Source: an optimization exercise on an open RTL-to-GDS flow (aim: small area and a short achievable clock period). Production flows keep margins and buffers that such runs may drop.
Where RTL was checked, it was by simulation tests only, not by an equivalence proof against the original.
Power is estimated from default activity; no workload was simulated.

AL:
Design dense2_argmax, start of the top module:
module dense2_argmax
(
  input  logic                clk,
  input  logic                rst,
  input  logic                in_valid,
  input  logic                frame_start_in,
  input  logic                frame_end_in,
  input  logic [dense2_pkg::DW-1:0]       dense_input,
  output logic                rom_en,
  output logic [dense2_pkg::AW-1:0]       rom_addr,
  input  logic [dense2_pkg::N_OUT*dense2_pkg::DW-1:0] rom_data,
  output logic                out_valid,
  output logic                frame_start_out,
  output logic                frame_end_out,
  output logic [dense2_pkg::DW-1:0]       logit_out,
  output logic                class_valid,
  output logic [dense2_pkg::IDX_W-1:0]    class_idx,
  output logic                err
);
==> module dense2_argmax, before the edit <==
module dense2_argmax
(
  input  logic                clk,
  input  logic                rst,
  input  logic                in_valid,
  input  logic                frame_start_in,
  input  logic                frame_end_in,
  input  logic [dense2_pkg::DW-1:0]       dense_input,
  output logic                rom_en,
  output logic [dense2_pkg::AW-1:0]       rom_addr,
  input  logic [dense2_pkg::N_OUT*dense2_pkg::DW-1:0] rom_data,
  output logic                out_valid,
  output logic                frame_start_out,
  output logic                frame_end_out,
  output logic [dense2_pkg::DW-1:0]       logit_out,
  output logic                class_valid,
  output logic [dense2_pkg::IDX_W-1:0]    class_idx,
  output logic                err
);
  localparam int unsigned W = dense2_pkg::ACC_W;
  logic [dense2_pkg::N_ST-1:0]   state;
  logic [dense2_pkg::N_ST-1:0]   state_n;
  logic [dense2_pkg::AW-1:0]     cnt;
  logic              clear;
  logic              take;
  logic              err_c;
  logic              keep_q;
  logic [dense2_pkg::IDX_W-1:0]  out_k;
  logic [dense2_pkg::DW-1:0]     best_val;
  logic [dense2_pkg::IDX_W-1:0]  best_idx;
  logic [W-1:0]      acc_s [dense2_pkg::N_OUT];
  logic [W-1:0]      acc_c [dense2_pkg::N_OUT];
  logic st_idle, st_accum, st_bias_rd, st_bias_add, st_out, st_class;
  assign st_idle     = state[dense2_pkg::I_IDLE];
  assign st_accum    = state[dense2_pkg::I_ACCUM];
  assign st_bias_rd  = state[dense2_pkg::I_BIAS_RD];
  assign st_bias_add = state[dense2_pkg::I_BIAS_ADD];
  assign st_out      = state[dense2_pkg::I_OUT];
  assign st_class    = state[dense2_pkg::I_CLASS];
  logic [dense2_pkg::DW-1:0] sample_n;
  logic [7:0] b_one_n, b_two_n, b_neg_n;
  logic [7:0] b_one, b_two, b_neg;
  always_comb begin
    if (take) begin
      sample_n = dense_input;
    end else if (st_bias_rd) begin
      sample_n = dense2_pkg::DW'(1 << dense2_pkg::FRAC_BITS);
    end else begin
      sample_n = '0;
    end
    for (int k = 0; k < 8; k++) begin
      logic x0, x1, x2;
      x0 = (k == 0) ? 1'b0 : sample_n[2*k-1];
      x1 = sample_n[2*k];
      x2 = sample_n[2*k+1];
      b_one_n[k] = x1 ^ x0;
      b_two_n[k] = (x2 & ~x1 & ~x0) | (~x2 & x1 & x0);
      b_neg_n[k] = x2;
    end
  end
  for (genvar k = 0; k < dense2_pkg::N_OUT; k++) begin : g_neuron
    dense2_neuron_acc u_acc (
      .clk     (clk),
      .keep    (keep_q),
      .shift   (st_out),
      .nxt_s   ((k == dense2_pkg::N_OUT - 1) ? '0 : acc_s[(k + 1) % dense2_pkg::N_OUT]),
      .nxt_c   ((k == dense2_pkg::N_OUT - 1) ? '0 : acc_c[(k + 1) % dense2_pkg::N_OUT]),
      .one     (b_one),
      .two     (b_two),
      .neg     (b_neg),
      .w       (rom_data[k*dense2_pkg::DW +: dense2_pkg::DW]),
      .s       (acc_s[k]),
      .c       (acc_c[k])
    );
  end
  logic start_ok;    
  logic last_idx;    
  logic in_frame;    
  assign start_ok = in_valid && frame_start_in && !frame_end_in;
  assign last_idx = (cnt == dense2_pkg::AW'(dense2_pkg::N_IN - 1));
  assign in_frame = st_accum && in_valid && !frame_start_in;
  assign take   = (st_idle && start_ok) || (st_accum && in_valid);
  assign clear  = in_valid && frame_start_in && ((st_idle && !frame_end_in) || st_accum);
  assign rom_en = !rst && (take || st_bias_rd);
  always_comb begin
    rom_addr = '0;
    if (!rst && in_frame) begin
      rom_addr = cnt;
    end else if (!rst && st_bias_rd) begin
      rom_addr = dense2_pkg::AW'(dense2_pkg::N_IN);
    end
  end
  assign err_c = (st_idle && in_valid && frame_start_in && frame_end_in)
              || (st_accum && in_valid && (frame_start_in || (frame_end_in != last_idx)))
              || (!st_idle && !st_accum && in_valid);
  always_comb begin
    state_n = '0;
    state_n[dense2_pkg::I_IDLE]     = (st_idle && !start_ok)
                                   || (in_frame && (frame_end_in ? !last_idx : last_idx))
                                   || st_class;
    state_n[dense2_pkg::I_ACCUM]    = (st_idle && start_ok)
                                   || (st_accum && !(in_frame && (frame_end_in || last_idx)));
    state_n[dense2_pkg::I_BIAS_RD]  = in_frame && frame_end_in && last_idx;
    state_n[dense2_pkg::I_BIAS_ADD] = st_bias_rd;
    state_n[dense2_pkg::I_OUT]      = st_bias_add
                                   || (st_out && (out_k != dense2_pkg::IDX_W'(dense2_pkg::N_OUT - 1)));
    state_n[dense2_pkg::I_CLASS]    = st_out && (out_k == dense2_pkg::IDX_W'(dense2_pkg::N_OUT - 1));
  end
  logic [W-1:0]  sel_sum;
  logic [dense2_pkg::DW-1:0] logit_c;
  assign sel_sum = acc_s[0] + acc_c[0];
  assign logit_c = (sel_sum[W-1:dense2_pkg::DW-1] == {(W-dense2_pkg::DW+1){sel_sum[W-1]}})
                 ? sel_sum[dense2_pkg::DW-1:0]
                 : (sel_sum[W-1] ? dense2_pkg::SAT_MIN : dense2_pkg::SAT_MAX);
  logic              better;
  logic [dense2_pkg::IDX_W-1:0]  cur_idx;
  assign better  = frame_start_out || ($signed(logit_out) > $signed(best_val));
  assign cur_idx = out_k - dense2_pkg::IDX_W'(1);
  always_ff @(posedge clk) begin
    if (rst) begin
      state           <= dense2_pkg::N_ST'(1) << dense2_pkg::I_IDLE;
      keep_q          <= 1'b0;
      out_valid       <= 1'b0;
      frame_start_out <= 1'b0;
      frame_end_out   <= 1'b0;
      logit_out       <= '0;
      class_valid     <= 1'b0;
      class_idx       <= '0;
      err             <= 1'b0;
    end else begin
      state           <= state_n;
      keep_q          <= !clear && !state_n[dense2_pkg::I_OUT];
      err             <= err_c;
      out_valid       <= st_out;
      frame_start_out <= st_out && (out_k == '0);
      frame_end_out   <= st_out && (out_k == dense2_pkg::IDX_W'(dense2_pkg::N_OUT - 1));
      if (st_out) begin
        logit_out <= logit_c;
      end
      class_valid     <= st_class;
      if (st_class) begin
        class_idx <= better ? cur_idx : best_idx;
      end
    end
  end
  always_ff @(posedge clk) begin
    if (clear) begin
      cnt <= dense2_pkg::AW'(1);
    end else if (take) begin
      cnt <= cnt + dense2_pkg::AW'(1);
    end
    b_one <= b_one_n;
    b_two <= b_two_n;
    b_neg <= b_neg_n;
    if (st_bias_add) begin
      out_k <= '0;
    end else if (st_out) begin
      out_k <= out_k + dense2_pkg::IDX_W'(1);
    end
    if (out_valid && better) begin
      best_val <= logit_out;
      best_idx <= cur_idx;
    end
  end
endmodule
Settings: LEC_CHECK=0, ABC_AREA=1, CAP_MARGIN=20, CORE_MARGIN=2, CORE_UTILIZATION=40, CTS_BUF_LIST=sky130_fd_sc_hd__clkbuf_4 sky130_fd_sc_hd__clkbuf_8, PLACE_DENSITY=0.6, SETUP_SLACK_MARGIN=5, SLEW_MARGIN=20; clock period 11.0 ns.
standard.sh (not shown) runs the stock make flow with config.mk's settings and CLKGATE_MAP_FILE= SYNTH_SCRIPT=/design/flow/synth_recipe.tcl, a recipe that flattens the netlist after the stock synthesis.
==> flow/flow/run.sh <==
#!/bin/bash
# The standard layout (standard.sh: unchanged synthesis, floorplan, place,
# CTS, route) with three changes:
#  - repair_timing aims for 5.6 ns of setup slack at the design's 11 ns clock;
#  - ports are buffered with buf_2 cells instead of the default delay cells;
#  - after synthesis, invpush.py removes inverters between full-adder cells by
#    flipping adders (a full adder is self-dual), leaving registers, ports and
#    all other cells as synthesis made them.
# Each tool's output goes to a log here; ORFS keeps its step logs under orfs/logs.
set -euo pipefail
sed 's/SETUP_SLACK_MARGIN=[0-9.]*/SETUP_SLACK_MARGIN=5.6 "BUFFER_PORTS_ARGS=-buffer_cell sky130_fd_sc_hd__buf_2"/' standard.sh > standard_margin.sh
grep -q 'SETUP_SLACK_MARGIN=5.6 "BUFFER_PORTS_ARGS' standard_margin.sh
bash standard_margin.sh synth > synth.log 2>&1
NET=orfs/results/sky130hd/dense2_argmax/base/1_2_yosys.v
cp "$NET" 1_2_yosys.standard.v
python3 flow/invpush.py 1_2_yosys.standard.v "$NET" > invpush.log 2>&1
touch "$NET"
bash standard_margin.sh > standard.log 2>&1
Other scripts of this flow, unchanged in this note and not shown: flow/flow/invpush.py
--- input diff AL..PW ---
diff --git a/flow/design.v b/flow/design.v
--- a/flow/design.v
+++ b/flow/design.v
@@ -624,11 +624,18 @@
   assign better  = frame_start_out || ($signed(logit_out) > $signed(best_val));
   assign cur_idx = out_k - dense2_pkg::IDX_W'(1);
   always_ff @(posedge clk) begin
     if (rst) begin
       state           <= dense2_pkg::N_ST'(1) << dense2_pkg::I_IDLE;
+      cnt             <= '0;
       keep_q          <= 1'b0;
+      b_one           <= '0;
+      b_two           <= '0;
+      b_neg           <= '0;
+      out_k           <= '0;
+      best_val        <= '0;
+      best_idx        <= '0;
       out_valid       <= 1'b0;
       frame_start_out <= 1'b0;
       frame_end_out   <= 1'b0;
       logit_out       <= '0;
       class_valid     <= 1'b0;
@@ -636,37 +643,35 @@
       err             <= 1'b0;
     end else begin
       state           <= state_n;
       keep_q          <= !clear && !state_n[dense2_pkg::I_OUT];
       err             <= err_c;
+      if (clear) begin
+        cnt <= dense2_pkg::AW'(1);
+      end else if (take) begin
+        cnt <= cnt + dense2_pkg::AW'(1);
+      end
+      b_one           <= b_one_n;
+      b_two           <= b_two_n;
+      b_neg           <= b_neg_n;
+      if (st_bias_add) begin
+        out_k <= '0;
+      end else if (st_out) begin
+        out_k <= out_k + dense2_pkg::IDX_W'(1);
+      end
       out_valid       <= st_out;
       frame_start_out <= st_out && (out_k == '0);
       frame_end_out   <= st_out && (out_k == dense2_pkg::IDX_W'(dense2_pkg::N_OUT - 1));
       if (st_out) begin
         logit_out <= logit_c;
       end
       class_valid     <= st_class;
       if (st_class) begin
         class_idx <= better ? cur_idx : best_idx;
       end
-    end
-  end
-  always_ff @(posedge clk) begin
-    if (clear) begin
-      cnt <= dense2_pkg::AW'(1);
-    end else if (take) begin
-      cnt <= cnt + dense2_pkg::AW'(1);
-    end
-    b_one <= b_one_n;
-    b_two <= b_two_n;
-    b_neg <= b_neg_n;
-    if (st_bias_add) begin
-      out_k <= '0;
-    end else if (st_out) begin
-      out_k <= out_k + dense2_pkg::IDX_W'(1);
-    end
-    if (out_valid && better) begin
-      best_val <= logit_out;
-      best_idx <= cur_idx;
+      if (out_valid && better) begin
+        best_val <= logit_out;
+        best_idx <= cur_idx;
+      end
     end
   end
 endmodule
Findings:
PW against AL: least setup slack across all paths after layout shows an increase of 0.024 ns; area of the mapped netlist shows no meaningful change; number of antenna-violating nets in the routed design shows no meaningful change; flip-flop and latch area shows a reduction of 1.8%.
PW against AL: number of buffer and inverter instances along the worst setup path now sits higher; combinational power now sits lower; power per cell area now sits lower; final cell count without fillers now sits higher.
Only the layout flow was run in PW; the RTL was not checked for function there.

## afterwards: timing with drivers on the ports
Ports are ideal in the flow. The routed layouts listed here were re-timed in OpenROAD.
Step 1 (the two cells are an assumption about what drives the block):
set clk [get_ports {clk}]
set_driving_cell -lib_cell sky130_fd_sc_hd__clkbuf_16 $clk
set_driving_cell -lib_cell sky130_fd_sc_hd__buf_2 [delete_from_list [all_inputs] $clk]
Step 2 also shifts input and output timing later by t, the mid clock arrival at the registers, as if the neighbouring blocks saw the same clock.
Slacks: ideal ports / drivers / drivers and shift; pairs: ideal ports / drivers.
run | t (ns) | setup slack, ns | worst setup path after step 2 | worst slew at a driven data input, ns | cell pins on the clock port's net
AL | 0.929 | 5.644 / 5.625 / 4.866 | input to register | 0.11 | 1
PW | 0.946 | 5.667 / 5.647 / 4.908 | input to register | 0.10 | 1
After both steps setup and hold are still met in every run listed. The setup slack of AL, which loses most, moves by -0.019 ns with the drivers and by -0.778 ns with both steps.
